Context: an optimization exercise on an open-source flow, tuned for small area, a short achievable clock period and few clock cycles per item. The choices shown serve that exercise and are no tape-out recipe.
Function not checked in this run: the RTL went through the layout flow alone.
No activity file was given, so power comes from the tool's default toggle rates.

### design/flow/design.v
package sha1md_pkg;
  localparam logic [31:0] IV0 = 32'h67452301;
  localparam logic [31:0] IV1 = 32'hefcdab89;
  localparam logic [31:0] IV2 = 32'h98badcfe;
  localparam logic [31:0] IV3 = 32'h10325476;
  localparam logic [31:0] IV4 = 32'hc3d2e1f0;
  localparam logic [31:0] K0 = 32'h5A827999;
  localparam logic [31:0] K1 = 32'h6ED9EBA1;
  localparam logic [31:0] K2 = 32'h8F1BBCDC;
  localparam logic [31:0] K3 = 32'hCA62C1D6;
  function automatic logic [31:0] rotl(input logic [31:0] x, input integer n);
    rotl = (x << n) | (x >> (32 - n));
  endfunction
endpackage
module sha1_message_digest (
  input  logic        clk,
  input  logic        rst_n,
  input  logic        in_valid,
  output logic        in_stall,
  input  logic [7:0]  in_data_byte,
  input  logic        in_has_byte,
  input  logic        in_end_of_message,
  output logic        out_valid,
  input  logic        out_stall,
  output logic [31:0] out_digest_word,
  output logic [2:0]  out_word_index,
  output logic        out_final_word
);
  localparam logic [1:0] M_MSG  = 2'd0;    
  localparam logic [1:0] M_MARK = 2'd1;    
  localparam logic [1:0] M_PAD  = 2'd2;    
  localparam logic [6:0] S_FADD = 7'd0;
  localparam logic [6:0] S_ADD  = 7'd5;
  localparam logic [6:0] S_STRM = 7'd6;
  localparam logic [6:0] S_LAST = 7'd90;
  logic        ir_v, ir_h, ir_e;
  logic [7:0]  ir_d;
  logic        stall_r;
  logic [1:0]  mode_r;
  logic        mfirst_r;
  logic [1:0]  bcnt_r;
  logic [23:0] acc_r;
  logic [5:0]  pos_r;
  logic [54:0] blk_r;
  logic        late_r;
  logic [4:0]  wcnt_r;
  logic        w0_r, w16_r;
  logic [6:0]  s_r;
  logic        f_le4, f_le8, f_le9, f_ge11, f_ge24, f_ge25, f_is4, f_is8, f_is9, f_is90;
  logic signed [4:0] dd_r;
  logic        dd0_r, ddp_r, ddm1_r;
  logic        bfirst_r, bfinal_r, addiv_r;
  logic        obusy_r;
  logic [4:0]  ooh_r;    
  logic        fch_r, fpar_r, fmaj_r;
  logic [1:0]  ksel_r;
  logic [31:0] win  [16];
  logic [31:0] u    [5];
  logic [31:0] ring [5];
  logic [31:0] q_r, r_r;
  function automatic logic [31:0] iv_word(input logic [2:0] k);
    case (k)
      3'd0:    iv_word = sha1md_pkg::IV0;
      3'd1:    iv_word = sha1md_pkg::IV1;
      3'd2:    iv_word = sha1md_pkg::IV2;
      3'd3:    iv_word = sha1md_pkg::IV3;
      default: iv_word = sha1md_pkg::IV4;
    endcase
  endfunction
  logic take, step_go, doadd, blkadd, word_ok, wok_next, msg_mode, byte_src, byte_go, consume;
  logic pad_go, word_go, comp_shift, len_lo_go;
  logic [7:0] bval;
  logic [31:0] padw, word_in;
  assign in_stall = stall_r;
  assign take     = in_valid & ~stall_r;
  assign doadd   = f_le4 | (f_le9 & ~bfirst_r);
  assign blkadd  = ~bfirst_r & addiv_r & obusy_r;
  assign step_go = (f_le8 | f_ge25 | dd0_r) & ~(doadd & addiv_r & obusy_r);
  assign word_ok = ~w16_r & (w0_r | ddp_r | (dd0_r & ~(f_is9 & blkadd)));
  assign wok_next = word_ok | f_is90 | (ddm1_r & step_go & ~(f_is8 & blkadd));
  assign msg_mode = (mode_r == M_MSG);
  assign byte_src = msg_mode ? (ir_v & ir_h) : (mode_r == M_MARK);
  assign bval     = msg_mode ? ir_d : (mfirst_r ? 8'h80 : 8'h00);
  assign byte_go  = byte_src & ((bcnt_r != 2'd3) | word_ok);
  assign consume  = msg_mode & ir_v & (~ir_h | (bcnt_r != 2'd3) | word_ok);
  assign pad_go   = (mode_r == M_PAD) & word_ok;
  assign word_go  = (byte_go & (bcnt_r == 2'd3)) | pad_go;
  assign len_lo_go = pad_go & ~late_r & (wcnt_r == 5'd15);
  assign comp_shift = step_go & f_ge24;
  always_comb begin
    padw = 32'h0;
    if (!late_r && wcnt_r == 5'd14) padw = blk_r[54:23];
    if (!late_r && wcnt_r == 5'd15) padw = {blk_r[22:0], pos_r, 3'b000};
  end
  assign word_in = (mode_r == M_PAD) ? padw : {acc_r, bval};
  logic        ir_v_n, ir_h_n, stall_n;
  logic [1:0]  mode_n, bcnt_n;
  logic [4:0]  wcnt_n;
  logic [6:0]  s_n;
  logic signed [4:0] dd_n;
  logic        bfirst_n, addiv_n, obusy_n;
  always_comb begin
    ir_v_n = take | (ir_v & ~consume);
    ir_h_n = take ? in_has_byte : ir_h;
    mode_n = mode_r;
    if (msg_mode && consume && ir_e) mode_n = M_MARK;
    if (mode_r == M_MARK && byte_go && bcnt_r == 2'd3) mode_n = M_PAD;
    if (len_lo_go) mode_n = M_MSG;
    bcnt_n = bcnt_r + {1'b0, byte_go};
    s_n      = s_r;
    wcnt_n   = wcnt_r + {4'd0, word_go};
    bfirst_n = bfirst_r;
    addiv_n  = addiv_r;
    dd_n     = dd_r;
    if (step_go && !word_go && !ddp_r) dd_n = dd_r + 5'sd1;
    if (!step_go && word_go) dd_n = dd_r - 5'sd1;
    if (step_go) begin
      if (f_is90) begin
        s_n      = bfinal_r ? S_FADD : S_ADD;
        wcnt_n   = 5'd0;
        bfirst_n = bfinal_r;
        addiv_n  = bfirst_r;
        dd_n     = bfinal_r ? -5'sd8 : -5'sd3;
      end else if (f_is4) begin
        s_n  = S_STRM;
        dd_n = dd_r + (word_go ? 5'sd1 : 5'sd2);
      end else begin
        s_n = s_r + 7'd1;
      end
    end
    obusy_n = obusy_r;
    if (obusy_r && !out_stall && ooh_r[4]) obusy_n = 1'b0;
    if (step_go && f_is4) obusy_n = 1'b1;
    stall_n = ir_v_n & ~((mode_n == M_MSG) & (~ir_h_n | (bcnt_n != 2'd3) | wok_next));
  end
  always_ff @(posedge clk) begin
    if (!rst_n) begin
      ir_v     <= 1'b0;
      stall_r  <= 1'b0;
      mode_r   <= M_MSG;
      bcnt_r   <= 2'd0;
      pos_r    <= 6'd0;
      blk_r    <= '0;
      late_r   <= 1'b0;
      wcnt_r   <= 5'd0;
      w0_r     <= 1'b1;
      w16_r    <= 1'b0;
      s_r      <= S_STRM;
      f_le4    <= 1'b0;
      f_le8    <= 1'b1;
      f_le9    <= 1'b1;
      f_ge11   <= 1'b0;
      f_ge24   <= 1'b0;
      f_ge25   <= 1'b0;
      f_is4    <= 1'b0;
      f_is8    <= 1'b0;
      f_is9    <= 1'b0;
      f_is90   <= 1'b0;
      dd_r     <= -5'sd2;
      dd0_r    <= 1'b0;
      ddp_r    <= 1'b0;
      ddm1_r   <= 1'b0;
      bfirst_r <= 1'b1;
      bfinal_r <= 1'b0;
      addiv_r  <= 1'b0;
      obusy_r  <= 1'b0;
      ooh_r    <= 5'b00001;
    end else begin
      ir_v     <= ir_v_n;
      stall_r  <= stall_n;
      mode_r   <= mode_n;
      bcnt_r   <= bcnt_n;
      wcnt_r   <= wcnt_n;
      w0_r     <= (wcnt_n == 5'd0);
      w16_r    <= (wcnt_n == 5'd16);
      s_r      <= s_n;
      f_le4    <= (s_n <= 7'd4);
      f_le8    <= (s_n <= 7'd8);
      f_le9    <= (s_n <= 7'd9);
      f_ge11   <= (s_n >= 7'd11);
      f_ge24   <= (s_n >= 7'd24);
      f_ge25   <= (s_n >= 7'd25);
      f_is4    <= (s_n == 7'd4);
      f_is8    <= (s_n == 7'd8);
      f_is9    <= (s_n == 7'd9);
      f_is90   <= (s_n == S_LAST);
      dd_r     <= dd_n;
      dd0_r    <= (dd_n == 5'sd0);
      ddp_r    <= (dd_n > 5'sd0);
      ddm1_r   <= (dd_n == -5'sd1);
      bfirst_r <= bfirst_n;
      addiv_r  <= addiv_n;
      obusy_r  <= obusy_n;
      if (msg_mode && consume && ir_h) begin
        pos_r <= pos_r + 6'd1;
        if (pos_r == 6'd63) blk_r <= blk_r + 55'd1;
      end
      if (len_lo_go) begin
        pos_r    <= 6'd0;
        blk_r    <= '0;
        bfinal_r <= 1'b1;
      end
      if (mode_r == M_MARK && byte_go && bcnt_r == 2'd3) late_r <= (wcnt_r >= 5'd14);
      if (step_go && f_is90) begin
        bfinal_r <= 1'b0;
        late_r   <= 1'b0;
      end
      if (obusy_r && !out_stall) ooh_r <= {ooh_r[3:0], ooh_r[4]};
      if (step_go && f_is4) ooh_r <= 5'b00001;
    end
  end
  always_ff @(posedge clk) begin
    if (take) begin
      ir_d <= in_data_byte;
      ir_h <= in_has_byte;
      ir_e <= in_end_of_message;
    end
    if (msg_mode && consume && ir_e) mfirst_r <= 1'b1;
    else if (byte_go) mfirst_r <= 1'b0;
    if (byte_go) acc_r <= {acc_r[15:0], bval};
    fch_r  <= (s_n <= 7'd29);
    fmaj_r <= (s_n >= 7'd50) & (s_n <= 7'd69);
    fpar_r <= ~((s_n <= 7'd29) | ((s_n >= 7'd50) & (s_n <= 7'd69)));
    ksel_r <= (s_n <= 7'd28) ? 2'd0 : (s_n <= 7'd48) ? 2'd1 : (s_n <= 7'd68) ? 2'd2 : 2'd3;
  end
  logic [31:0] wmix, wnew;
  assign wmix = win[13] ^ win[8] ^ win[2] ^ win[0];
  assign wnew = {wmix[30:0], wmix[31]};
  always_ff @(posedge clk) begin
    if (comp_shift || word_go) begin
      for (int i = 0; i < 15; i++) win[i] <= win[i+1];
      win[15] <= comp_shift ? wnew : word_in;
    end
  end
  logic [31:0] t_val, u1r, u2r, fval, q_nxt, r_nxt, kval;
  assign u1r   = {u[1][1:0], u[1][31:2]};
  assign u2r   = {u[2][1:0], u[2][31:2]};
  assign t_val = {u[0][26:0], u[0][31:27]} + q_r;
  assign fval  = ({32{fch_r}}  & ((u[0] & u1r) | (~u[0] & u2r)))
               | ({32{fpar_r}} & (u[0] ^ u1r ^ u2r))
               | ({32{fmaj_r}} & ((u[0] & u1r) | (u[0] & u2r) | (u1r & u2r)));
  assign q_nxt = fval + r_r;
  always_comb begin
    case (ksel_r)
      2'd0:    kval = sha1md_pkg::K0;
      2'd1:    kval = sha1md_pkg::K1;
      2'd2:    kval = sha1md_pkg::K2;
      default: kval = sha1md_pkg::K3;
    endcase
  end
  assign r_nxt = u2r + kval + win[15];
  logic [2:0]  addk;
  logic [31:0] add_a, add_b, sum, ivs, rs, strm;
  assign addk  = (s_r <= 7'd4) ? 3'(7'd4 - s_r) : 3'(7'd9 - s_r);
  assign add_a = addiv_r ? iv_word(addk) : ring[0];
  assign add_b = (addk >= 3'd2) ? {u[4][1:0], u[4][31:2]} : u[4];
  assign sum   = add_a + add_b;
  always_comb begin
    case (s_r)
      7'd6:    ivs = {sha1md_pkg::IV4[29:0], sha1md_pkg::IV4[31:30]};
      7'd7:    ivs = {sha1md_pkg::IV3[29:0], sha1md_pkg::IV3[31:30]};
      7'd8:    ivs = {sha1md_pkg::IV2[29:0], sha1md_pkg::IV2[31:30]};
      7'd9:    ivs = sha1md_pkg::IV1;
      default: ivs = sha1md_pkg::IV0;
    endcase
  end
  assign rs   = (s_r <= 7'd8) ? {ring[4][29:0], ring[4][31:30]} : ring[4];
  assign strm = bfirst_r ? ivs : rs;
  always_ff @(posedge clk) begin
    if (step_go) begin
      u[0] <= f_ge11 ? t_val : strm;
      for (int i = 1; i < 5; i++) u[i] <= u[i-1];
      q_r <= q_nxt;
      r_r <= r_nxt;
      if (doadd) begin
        for (int i = 0; i < 4; i++) ring[i] <= ring[i+1];
        ring[4] <= sum;
      end
    end
  end
  assign out_valid      = obusy_r;
  assign out_word_index = {ooh_r[4], ooh_r[3] | ooh_r[2], ooh_r[3] | ooh_r[1]};
  assign out_final_word = ooh_r[4];
  assign out_digest_word = ({32{ooh_r[0]}} & ring[4]) | ({32{ooh_r[1]}} & ring[3])
                         | ({32{ooh_r[2]}} & ring[2]) | ({32{ooh_r[3]}} & ring[1])
                         | ({32{ooh_r[4]}} & ring[0]);
endmodule
### design/flow/run.sh
#!/bin/bash
# synth_recipe.tcl (not shown) runs the flow's synth.tcl, then flattens the netlist and writes it again
# the make line also repeats each setting of config.mk as NAME=value (left out here)
make -C /OpenROAD-flow-scripts/flow DESIGN_CONFIG=/design/flow/config.mk WORK_HOME=/design/flow/orfs CLKGATE_MAP_FILE= SYNTH_SCRIPT=/design/flow/synth_recipe.tcl finish
### design/flow/config.mk
export PLATFORM = sky130hd
export DESIGN_NAME = sha1_message_digest
export DESIGN_NICKNAME = sha1_message_digest
export VERILOG_FILES = /design/flow/design.v
export SDC_FILE = /design/flow/constraint.sdc
export NUM_CORES = 4
export LEC_CHECK = 0
export CAP_MARGIN = 20
export CORE_MARGIN = 2
export CORE_UTILIZATION = 45
export PLACE_DENSITY = 0.6
export SETUP_SLACK_MARGIN = 4.5
export SLEW_MARGIN = 20
### design/flow/constraint.sdc
create_clock -name core_clock -period 7.5 [get_ports {clk}]
set_input_delay 1.5000 -clock core_clock [delete_from_list [all_inputs] [get_ports {clk}]]
set_output_delay 1.5000 -clock core_clock [all_outputs]
set_load 0.01 [all_outputs]
==> notes.md <==
Final nets=3872; chip width=323 um; CP Data Arrival Time=4.74 ns; cell accounting for the most synthesized area=edfxtp_1; CTS tree=built; number of global-route vias before repair=28000; Avg Synthesized Cell Area=~14 um^2; Pwr Density=474 nW/um^2; Async S/R FF share, synth=0; largest net degree at the start of global routing=~120; Flop pwr share=0.327; WL per Instance=about 23 um; number of port buffers=51; die area=around 100000 um^2; final worst-path cycle share=0.567; Fmax=about 240 MHz; Area Overhead vs Synth=24.8%; final slew viol count=0; EDFF count, synth=929; CTS Buffer Depth=3; setup ws final=3.25 ns; initial core utilization=0.452; ys flop type=edfxtp_1; global placer's final weighted congestion=just over 0.9; ANT cells=0; Comb power frac=0.465; final setup vio count=0; CP Capture Type=flip-flop; CP Launch Point=ksel_r[0]$_SDFF_PP0_; Leak Pwr=about 21 nW; cells after synthesis=3265; Setup WS pre-CTS=1.71 ns; cell row count=117; P_int=17.2 mW; Die Height=323 um; r2r startpoint=ksel_r[0]$_SDFF_PP0_; global-route wire length before repair=~180000 um; drc violations=0; Synth Net Count=3489; Total GRT Usage=0.222; Seq/Total Area, Yosys=0.659; Hold Path End=win[13][6]$_DFFE_PP_; total grt overflow=0; Sink Count=1045; hold crit path type=flip-flop to flip-flop; ranking of synthesized cells by area=edfxtp_1 61%, dfxtp_1 5.1%, ha_1 4.0%; minimum clock period=about 4.2 ns; worst slew pin tran=1.04 ns; Register-to-Register Path Depth=12; TNS Setup=0 ns; via count=29200; startpoint types=flip-flop; total CTS buffers=109; Max Cap Violations=0; net switching power=between 9 and 10 mW; Initial DRT Pass Iterations=7; count leader, synth=edfxtp_1; peak supply drop=0.207 mV; Reg clk slew, reported paths=around 0.060 ns; top-area cell type share of the netlist area=0.608; ANT nets after route=0; Clock power frac=0.208; Sw Ratio=0.365; Ys Warns=4; Root Driver=clkbuf_16; Via-to-Cell Ratio=~5.7; worst hold start=win[14][6]$_DFFE_PP_; post-synth design cell area=between 40000 and 50000 um^2; RSZ-0062 raised after global routing=yes; Hold Path Stages=0; Worst-Skew Late Latency=0.70 ns; hold_buf cts=0; overall power=27.1 mW; DP Wirelength=73600 um; status=timing/DRC/antenna clean; clk_skew=0.0286 ns; Hold Vio Cnt, Final=0; kind of critical path=flip-flop to flip-flop; Routed WL=between 100000 and 150000 um; share of layout cells above drive strength 1=0.265; Core ar.=101000 um^2; flops & latches, synth=approximately 1000; Ports=52; drt initial violations=between 3000 and 4000; worst flop-to-flop path endpoint=r_r[31]$_DFFE_PP_; Max FO, Critical Path=6; FF-to-FF setup slack=3.25 ns; synth cell count leaders=929 x edfxtp_1, 197 x nand2_1, 185 x xnor2_1, 177 x inv_1, 169 x nor2_1; Rel. slew slack=0.304; depth of the CTS H-tree=3; Yosys cell types=83; Critical Path RT=7.99 ns; initial antenna violation count=0
==> what timing repair did <==
action / in CTS / in global routing
endpoints found under the hold margin: 0 / 0
cloned: 17 / 4
buffers inserted: 172 / 97
gates resized for setup: 546 / 280
endpoints found under the setup margin: 1041 / 284
pin swaps: 187 / 229
==> per-stage QoR <==
step	std cells	hold slack, ns	util	instance area [um^2]
after detailed placement	4615	0.405	0.473	48000
after global placement	4615	0.400	0.473	48000
after floorplan	3265	0.400	-	45900
after global routing	5107	0.415	0.564	57200
after CTS	5006	0.411	0.544	55200
final	5107	0.409	0.564	57200
==> worst max-delay path: stages, from the launching register on <==
cell and delay (ns):
dfxtp_4 0.47, ha_2 0.40, fa_1 0.48, ha_1 0.40, o21ai_0 0.14, or2_2 0.33
a31oi_4 0.23, o22ai_4 0.13, a2111o_1 0.48, o21ba_4 0.25, o211ai_1 0.28, a2111oi_2 0.12
a311oi_1 0.32
==> routing by layer <==
layer  part of all wire  track usage  up-vias
met5                  0            0        -
met3              0.066       0.0358      197
met2               0.45        0.330     1024
met4              0.024       0.0622        0
met1               0.46        0.336    14800
li1                   -            -    13200
==> final cells by class <==
type	instances	area, um^2
Timing Repair inverter	1	8.76
Clock inverter	65	828
Clock buffer	137	2930
Fill cell	7919	44200
Timing Repair Buffer	367	3640
Tap cell	1368	1710
Inverter	179	708
Multi-Input combinational cell	1945	17100
Sequential cell	1045	30300
==> layout by cell type, fill, tap and decap left out, drive strengths merged, types with 17 or more instances in the layout <==
cell / Yosys / final
clkbuf: 91 / 139
fa: 64 / 64
o21ai: 150 / 150
nand3: 38 / 38
a21oi: 168 / 168
nand2b: 18 / 18
mux2: 89 / 89
xnor2: 185 / 185
nor3: 33 / 33
inv: 177 / 180
nor2b: 21 / 21
a222oi: 64 / 64
xor2: 55 / 55
buf: 9 / 341
or2: 15 / 17
edfxtp: 929 / 929
ha: 146 / 146
a221oi: 29 / 29
a211oi: 39 / 39
a22oi: 35 / 35
dfxtp: 116 / 116
a31oi: 26 / 26
nand4: 23 / 23
o31ai: 17 / 17
a21o: 45 / 45
o21a: 38 / 40
nor2: 170 / 170
nand2: 198 / 198
and3: 26 / 26
mux2i: 22 / 22
or3: 32 / 32
clkinv: 2 / 42
and2: 37 / 37
==> registers in the layout (all words and copies together), names as in the netlist, 6 cells and up <==
name	flops
acc_r	24
blk_r	55
ir_d	8
pos_r	6
q_r	32
r_r	32
ring	160
s_r	7
u	160
win	512
==> logic make-up (layout without fill, tap and decap cells) <==
logic type / count (synthesis) / after routing / synth area share
DFF: 1045 / 1045 / 0.659
AOI/OAI and AO/OA: 724 / 726 / 0.107
and+or+nand+nor: 656 / 658 / 0.0701
buffers and inverters: 279 / 749 / 0.0233
xor gates and xnor gates: 240 / 240 / 0.0458
adders and majority gates: 210 / 210 / 0.0678
muxes: 111 / 111 / 0.0267
==> worst max path at each step <==
| stage | endpoint | slack (ns) | cells after the start |
|---|---|---|---|
| after global placement | ring[4][30]$_DFFE_PP_ | 1.85 | 16 |
| after detailed placement | ring[4][30]$_DFFE_PP_ | 1.71 | 17 |
| final | r_r[31]$_DFFE_PP_ | 3.25 | 12 |
| after global routing | r_r[31]$_DFFE_PP_ | 3.17 | 18 |
| after CTS | ring[4][28]$_DFFE_PP_ | 3.37 | 18 |
| after floorplan | win[0][0]$_DFFE_PP_ | 2.02 | 7 |
==> power groups by stage <==
stage | clock network, mW | registers [mW] | logic (mW)
5_1_grt | 6.00 | 8.96 | 13.5
3_3_place_gp | 0 | 9.02 | 8.02
6_report | 5.64 | 8.87 | 12.6
4_1_cts | 5.77 | 8.86 | 10.6
3_5_place_dp | 0 | 9.05 | 8.15
2_1_floorplan | 0 | 8.51 | 6.10

-- what the ideal ports hide --
The results above use ideal ports. As a check the final layout listed here was re-extracted and re-timed, cells and wires unchanged. Step 1, drivers: a clkbuf_16 drives clk and a buf_2 each remaining input, both assumed. Step 2 times the ports against the registers' clock, not the clock port: input delays grow and output delays shrink by t, the midpoint of the rising clock arrivals with the driver on. Three values: ideal ports, drivers, drivers and shift; two values: the first two.
t (ns): 0.755
slack for setup (ns): 3.250 / 3.250 / 3.250
slew at the worst register clock pin (ns): 0.07 / 0.07
pins driven straight from the clock port: 1
After both steps this run still meets setup and hold. The setup slack of this run moves by 0.000 ns with the drivers and by 0.000 ns with both steps.
